This design comes from an exercise in tuning for small area and a short achievable clock period on the open sky130 flow, not from production work.

Design aes_round_top, start of the top module:
module aes_round_top (
  input  wire          clk,
  input  wire          rst,
  input  wire          in_valid,
  input  wire [256:0]  in_data,
  output wire          out_valid,
  output wire [127:0]  out_state
);
  localparam int SBOX_CYCLES = 1;
  reg  [SBOX_CYCLES:0] valid_pipe;
  wire [127:0]         shifted;
  always @(posedge clk) begin
    if (rst) begin
      valid_pipe <= '0;
    end else begin
      valid_pipe <= {valid_pipe[SBOX_CYCLES-1:0], in_valid};
    end
  end
  assign out_valid = valid_pipe[SBOX_CYCLES];
  reg [128*SBOX_CYCLES-1:0] key_pipe;
  wire [127:0]              round_key;
  always @(posedge clk) begin
    key_pipe[127:0] <= in_data[128:1] & {128{~in_data[0]}};
  end
  if (SBOX_CYCLES > 1) begin : g_key
    always @(posedge clk) begin
      key_pipe[128*SBOX_CYCLES-1:128] <= key_pipe[128*SBOX_CYCLES-129:0];
    end
  end
  assign round_key = key_pipe[128*SBOX_CYCLES-1 -: 128];
  aes_sub_shift_stage u_sub_shift (
    .clk      (clk),
    .in_state (in_data[256:129]),
    .shifted  (shifted)
  );
  aes_mix_key_stage u_mix_key (
    .clk       (clk),
    .shifted   (shifted),
    .round_key (round_key),
    .out_state (out_state)
  );
endmodule
==> module aes_sbox, before the edit <==
module aes_sbox (
  input  wire       clk,
  input  wire [7:0] a,
  output wire [7:0] y
);
  wire U0 = a[7], U1 = a[6], U2 = a[5], U3 = a[4], U4 = a[3], U5 = a[2], U6 = a[1], U7 = a[0];
  wire T1, T2, T3, T4, T5, T6, T7, T8, T9, T10;
  wire T11, T12, T13, T14, T15, T16, T17, T18, T19, T20;
  wire T21, T22, T23, T24, T25, T26, T27, M1, M2, M3;
  wire M4, M5, M6, M7, M8, M9, M10, M11, M12, M13;
  wire M14, M15, M16, M17, M18, M19, M20, M21, M22, M23;
  wire M24, M25, M26, M27, M28, M29, M30, M31, M32, M33;
  wire M34, M35, M36, M37, M38, M39, M40, M41, M42, M43;
  wire M44, M45, M46, M47, M48, M49, M50, M51, M52, M53;
  wire M54, M55, M56, M57, M58, M59, M60, M61, M62, M63;
  wire L0, L1, L2, L3, L4, L5, L6, L7, L8, L9;
  wire L10, L11, L12, L13, L14, L15, L16, L17, L18, L19;
  wire L20, L21, L22, L23, L24, L25, L26, L27, L28, L29;
  wire S0, S1, S2, S3, S4, S5, S6, S7;
  reg  U7_q1, T1_q1, T2_q1, T3_q1, T4_q1, T6_q1, T8_q1, T9_q1, T10_q1, T13_q1;
  reg  T15_q1, T16_q1, T17_q1, T19_q1, T20_q1, T22_q1, T23_q1, T27_q1, M37_q1, M38_q1;
  reg  M39_q1, M40_q1;
  assign T1 = U0 ^ U3;
  assign T2 = U0 ^ U5;
  assign T3 = U0 ^ U6;
  assign T4 = U3 ^ U5;
  assign T5 = U4 ^ U6;
  assign T6 = T1 ^ T5;
  assign T7 = U1 ^ U2;
  assign T8 = U7 ^ T6;
  assign T9 = U7 ^ T7;
  assign T10 = T6 ^ T7;
  assign T11 = U1 ^ U5;
  assign T12 = U2 ^ U5;
  assign T13 = T3 ^ T4;
  assign T14 = T6 ^ T11;
  assign T15 = T5 ^ T11;
  assign T16 = T5 ^ T12;
  assign T17 = T9 ^ T16;
  assign T18 = U3 ^ U7;
  assign T19 = T7 ^ T18;
  assign T20 = T1 ^ T19;
  assign T21 = U6 ^ U7;
  assign T22 = T7 ^ T21;
  assign T23 = T2 ^ T22;
  assign T24 = T2 ^ T10;
  assign T25 = T20 ^ T17;
  assign T26 = T3 ^ T16;
  assign T27 = T1 ^ T12;
  assign M1 = T13 & T6;
  assign M2 = T23 & T8;
  assign M3 = T14 ^ M1;
  assign M4 = T19 & U7;
  assign M5 = M4 ^ M1;
  assign M6 = T3 & T16;
  assign M7 = T22 & T9;
  assign M8 = T26 ^ M6;
  assign M9 = T20 & T17;
  assign M10 = M9 ^ M6;
  assign M11 = T1 & T15;
  assign M12 = T4 & T27;
  assign M13 = M12 ^ M11;
  assign M14 = T2 & T10;
  assign M15 = M14 ^ M11;
  assign M16 = M3 ^ M2;
  assign M17 = M5 ^ T24;
  assign M18 = M8 ^ M7;
  assign M19 = M10 ^ M15;
  assign M20 = M16 ^ M13;
  assign M21 = M17 ^ M15;
  assign M22 = M18 ^ M13;
  assign M23 = M19 ^ T25;
  assign M24 = M22 ^ M23;
  assign M25 = M22 & M20;
  assign M26 = M21 ^ M25;
  assign M27 = M20 ^ M21;
  assign M28 = M23 ^ M25;
  assign M29 = M28 & M27;
  assign M30 = M26 & M24;
  assign M31 = M20 & M23;
  assign M32 = M27 & M31;
  assign M33 = M27 ^ M25;
  assign M34 = M21 & M22;
  assign M35 = M24 & M34;
  assign M36 = M24 ^ M25;
  assign M37 = M21 ^ M29;
  assign M38 = M32 ^ M33;
  assign M39 = M23 ^ M30;
  assign M40 = M35 ^ M36;
  assign M41 = M38_q1 ^ M40_q1;
  assign M42 = M37_q1 ^ M39_q1;
  assign M43 = M37_q1 ^ M38_q1;
  assign M44 = M39_q1 ^ M40_q1;
  assign M45 = M42 ^ M41;
  assign M46 = M44 & T6_q1;
  assign M47 = M40_q1 & T8_q1;
  assign M48 = M39_q1 & U7_q1;
  assign M49 = M43 & T16_q1;
  assign M50 = M38_q1 & T9_q1;
  assign M51 = M37_q1 & T17_q1;
  assign M52 = M42 & T15_q1;
  assign M53 = M45 & T27_q1;
  assign M54 = M41 & T10_q1;
  assign M55 = M44 & T13_q1;
  assign M56 = M40_q1 & T23_q1;
  assign M57 = M39_q1 & T19_q1;
  assign M58 = M43 & T3_q1;
  assign M59 = M38_q1 & T22_q1;
  assign M60 = M37_q1 & T20_q1;
  assign M61 = M42 & T1_q1;
  assign M62 = M45 & T4_q1;
  assign M63 = M41 & T2_q1;
  assign L0 = M61 ^ M62;
  assign L1 = M50 ^ M56;
  assign L2 = M46 ^ M48;
  assign L3 = M47 ^ M55;
  assign L4 = M54 ^ M58;
  assign L5 = M49 ^ M61;
  assign L6 = M62 ^ L5;
  assign L7 = M46 ^ L3;
  assign L8 = M51 ^ M59;
  assign L9 = M52 ^ M53;
  assign L10 = M53 ^ L4;
  assign L11 = M60 ^ L2;
  assign L12 = M48 ^ M51;
  assign L13 = M50 ^ L0;
  assign L14 = M52 ^ M61;
  assign L15 = M55 ^ L1;
  assign L16 = M56 ^ L0;
  assign L17 = M57 ^ L1;
  assign L18 = M58 ^ L8;
  assign L19 = M63 ^ L4;
  assign L20 = L0 ^ L1;
  assign L21 = L1 ^ L7;
  assign L22 = L3 ^ L12;
  assign L23 = L18 ^ L2;
  assign L24 = L15 ^ L9;
  assign L25 = L6 ^ L10;
  assign L26 = L7 ^ L9;
  assign L27 = L8 ^ L10;
  assign L28 = L11 ^ L14;
  assign L29 = L11 ^ L17;
  assign S0 = L6 ^ L24;
  assign S1 = ~(L16 ^ L26);
  assign S2 = ~(L19 ^ L28);
  assign S3 = L6 ^ L21;
  assign S4 = L20 ^ L22;
  assign S5 = L25 ^ L29;
  assign S6 = ~(L13 ^ L27);
  assign S7 = ~(L6 ^ L23);
  always @(posedge clk) begin
    U7_q1 <= U7;
    T1_q1 <= T1;
    T2_q1 <= T2;
    T3_q1 <= T3;
    T4_q1 <= T4;
    T6_q1 <= T6;
    T8_q1 <= T8;
    T9_q1 <= T9;
    T10_q1 <= T10;
    T13_q1 <= T13;
    T15_q1 <= T15;
    T16_q1 <= T16;
    T17_q1 <= T17;
    T19_q1 <= T19;
    T20_q1 <= T20;
    T22_q1 <= T22;
    T23_q1 <= T23;
    T27_q1 <= T27;
    M37_q1 <= M37;
    M38_q1 <= M38;
    M39_q1 <= M39;
    M40_q1 <= M40;
  end
  assign y[7] = S0;
  assign y[6] = S1;
  assign y[5] = S2;
  assign y[4] = S3;
  assign y[3] = S4;
  assign y[2] = S5;
  assign y[1] = S6;
  assign y[0] = S7;
endmodule
clock: 5.0 ns
lec_check: 0
cap_margin: 20
core_margin: 2
core_utilization: 50
cts_buf_list: sky130_fd_sc_hd__clkbuf_8
cts_cluster_diameter: 60
cts_cluster_size: 16
place_density: 0.65
slew_margin: 20
standard.sh (not shown) runs the stock make flow with config.mk's settings and CLKGATE_MAP_FILE= SYNTH_SCRIPT=/design/flow/synth_recipe.tcl, a recipe that flattens the netlist after the stock synthesis.
==> flow/flow/run.sh <==
#!/bin/bash
# Own layout flow: the standard layout (standard.sh) with two changes.
#  1. Synthesis maps the logic with flow/abc.script (area-recovering mapping
#     that keeps the XOR structure of the s-boxes) in place of ORFS's ABC
#     speed script. Everything else in synthesis is the standard one
#     (synth_recipe.tcl on a copy of ORFS's scripts folder), so registers keep
#     their standard names and cells.
#  2. Ports are buffered with sky130_fd_sc_hd__buf_1 instead of the default
#     delay-cell buffer.
# Each tool's output goes to a log of its own in this folder (synth.log,
# layout.log) and ORFS's per-step logs under orfs/logs/.
set -euo pipefail
W=$PWD
rm -rf "$W/scripts_abc"
cp -r "$FLOW_HOME/scripts" "$W/scripts_abc"
cp "$W/flow/abc.script" "$W/scripts_abc/abc_speed.script"
bash "$W/standard.sh" synth SCRIPTS_DIR="$W/scripts_abc" > "$W/synth.log" 2>&1
bash "$W/standard.sh" finish "BUFFER_PORTS_ARGS=-buffer_cell sky130_fd_sc_hd__buf_1" > "$W/layout.log" 2>&1
==> flow/flow/abc.script <==
strash
dch -f
map -a
topo
buffer -c
upsize -c
dnsize -c
Then changed:
--- a/flow/design.v
+++ b/flow/design.v
@@ -91,8 +91,8 @@
   wire L20, L21, L22, L23, L24, L25, L26, L27, L28, L29;
   wire S0, S1, S2, S3, S4, S5, S6, S7;
   reg  U7_q1, T1_q1, T2_q1, T3_q1, T4_q1, T6_q1, T8_q1, T9_q1, T10_q1, T13_q1;
-  reg  T15_q1, T16_q1, T17_q1, T19_q1, T20_q1, T22_q1, T23_q1, T27_q1, M37_q1, M38_q1;
-  reg  M39_q1, M40_q1;
+  reg  T15_q1, T16_q1, T17_q1, T19_q1, T20_q1, T22_q1, T23_q1, T27_q1, M21_q1, M23_q1;
+  reg  M29_q1, M30_q1, M32_q1, M33_q1, M35_q1, M36_q1;
   assign T1 = U0 ^ U3;
   assign T2 = U0 ^ U5;
   assign T3 = U0 ^ U6;
@@ -156,30 +156,30 @@
   assign M34 = M21 & M22;
   assign M35 = M24 & M34;
   assign M36 = M24 ^ M25;
-  assign M37 = M21 ^ M29;
-  assign M38 = M32 ^ M33;
-  assign M39 = M23 ^ M30;
-  assign M40 = M35 ^ M36;
-  assign M41 = M38_q1 ^ M40_q1;
-  assign M42 = M37_q1 ^ M39_q1;
-  assign M43 = M37_q1 ^ M38_q1;
-  assign M44 = M39_q1 ^ M40_q1;
+  assign M37 = M21_q1 ^ M29_q1;
+  assign M38 = M32_q1 ^ M33_q1;
+  assign M39 = M23_q1 ^ M30_q1;
+  assign M40 = M35_q1 ^ M36_q1;
+  assign M41 = M38 ^ M40;
+  assign M42 = M37 ^ M39;
+  assign M43 = M37 ^ M38;
+  assign M44 = M39 ^ M40;
   assign M45 = M42 ^ M41;
   assign M46 = M44 & T6_q1;
-  assign M47 = M40_q1 & T8_q1;
-  assign M48 = M39_q1 & U7_q1;
+  assign M47 = M40 & T8_q1;
+  assign M48 = M39 & U7_q1;
   assign M49 = M43 & T16_q1;
-  assign M50 = M38_q1 & T9_q1;
-  assign M51 = M37_q1 & T17_q1;
+  assign M50 = M38 & T9_q1;
+  assign M51 = M37 & T17_q1;
   assign M52 = M42 & T15_q1;
   assign M53 = M45 & T27_q1;
   assign M54 = M41 & T10_q1;
   assign M55 = M44 & T13_q1;
-  assign M56 = M40_q1 & T23_q1;
-  assign M57 = M39_q1 & T19_q1;
+  assign M56 = M40 & T23_q1;
+  assign M57 = M39 & T19_q1;
   assign M58 = M43 & T3_q1;
-  assign M59 = M38_q1 & T22_q1;
-  assign M60 = M37_q1 & T20_q1;
+  assign M59 = M38 & T22_q1;
+  assign M60 = M37 & T20_q1;
   assign M61 = M42 & T1_q1;
   assign M62 = M45 & T4_q1;
   assign M63 = M41 & T2_q1;
@@ -240,10 +240,14 @@
     T22_q1 <= T22;
     T23_q1 <= T23;
     T27_q1 <= T27;
-    M37_q1 <= M37;
-    M38_q1 <= M38;
-    M39_q1 <= M39;
-    M40_q1 <= M40;
+    M21_q1 <= M21;
+    M23_q1 <= M23;
+    M29_q1 <= M29;
+    M30_q1 <= M30;
+    M32_q1 <= M32;
+    M33_q1 <= M33;
+    M35_q1 <= M35;
+    M36_q1 <= M36;
   end
   assign y[7] = S0;
   assign y[6] = S1;
Worst setup slack loses 0.34 ns. Count of clock-buffer cells in the layout went up by 10. Worst hold slack hardly moves. Synthesized area went up by a little under a tenth. Cell count went up by roughly a tenth. Synthesized cell count went up by roughly a tenth. Sequential share of layout area went up by 0.57 points. Core utilization went down by 0.63 points. First-iteration DRC count went up by roughly a tenth. Clock skew went down by 0.016 ns.
No run of this note included a check of the RTL's function; only the layout flow was run.

afterwards: timing with drivers on the ports:
Ports are ideal in the flow. The routed layouts listed here were re-timed in OpenROAD. Step 1 sets driving cells, clkbuf_16 on the clock port and buf_2 on the other inputs (assumed; they add their load-dependent delay and slew). Step 2 moves the port delays by t, midway between the first and last clock arrival at a register: inputs arrive t later, outputs are due t later. That takes back most of the time a late clock gives input paths. a / b / c = no drivers / after step 1 / after step 2; a / b = the first two.
run	t, ns	setup slack, ns	clock arrival spread, ns	worst data-port slew with drivers (ns)	cell pins on the clock port's net
the first run	0.714	1.820 / 1.852 / 1.138	0.046 / 0.045	0.09	1
the second run	0.745	1.480 / 1.480 / 1.191	0.039 / 0.040	0.14	1
After both steps setup and hold are still met in every run listed. For the first run, which loses most, drivers alone change the setup slack by +0.032 ns; drivers and shift together by -0.682 ns.
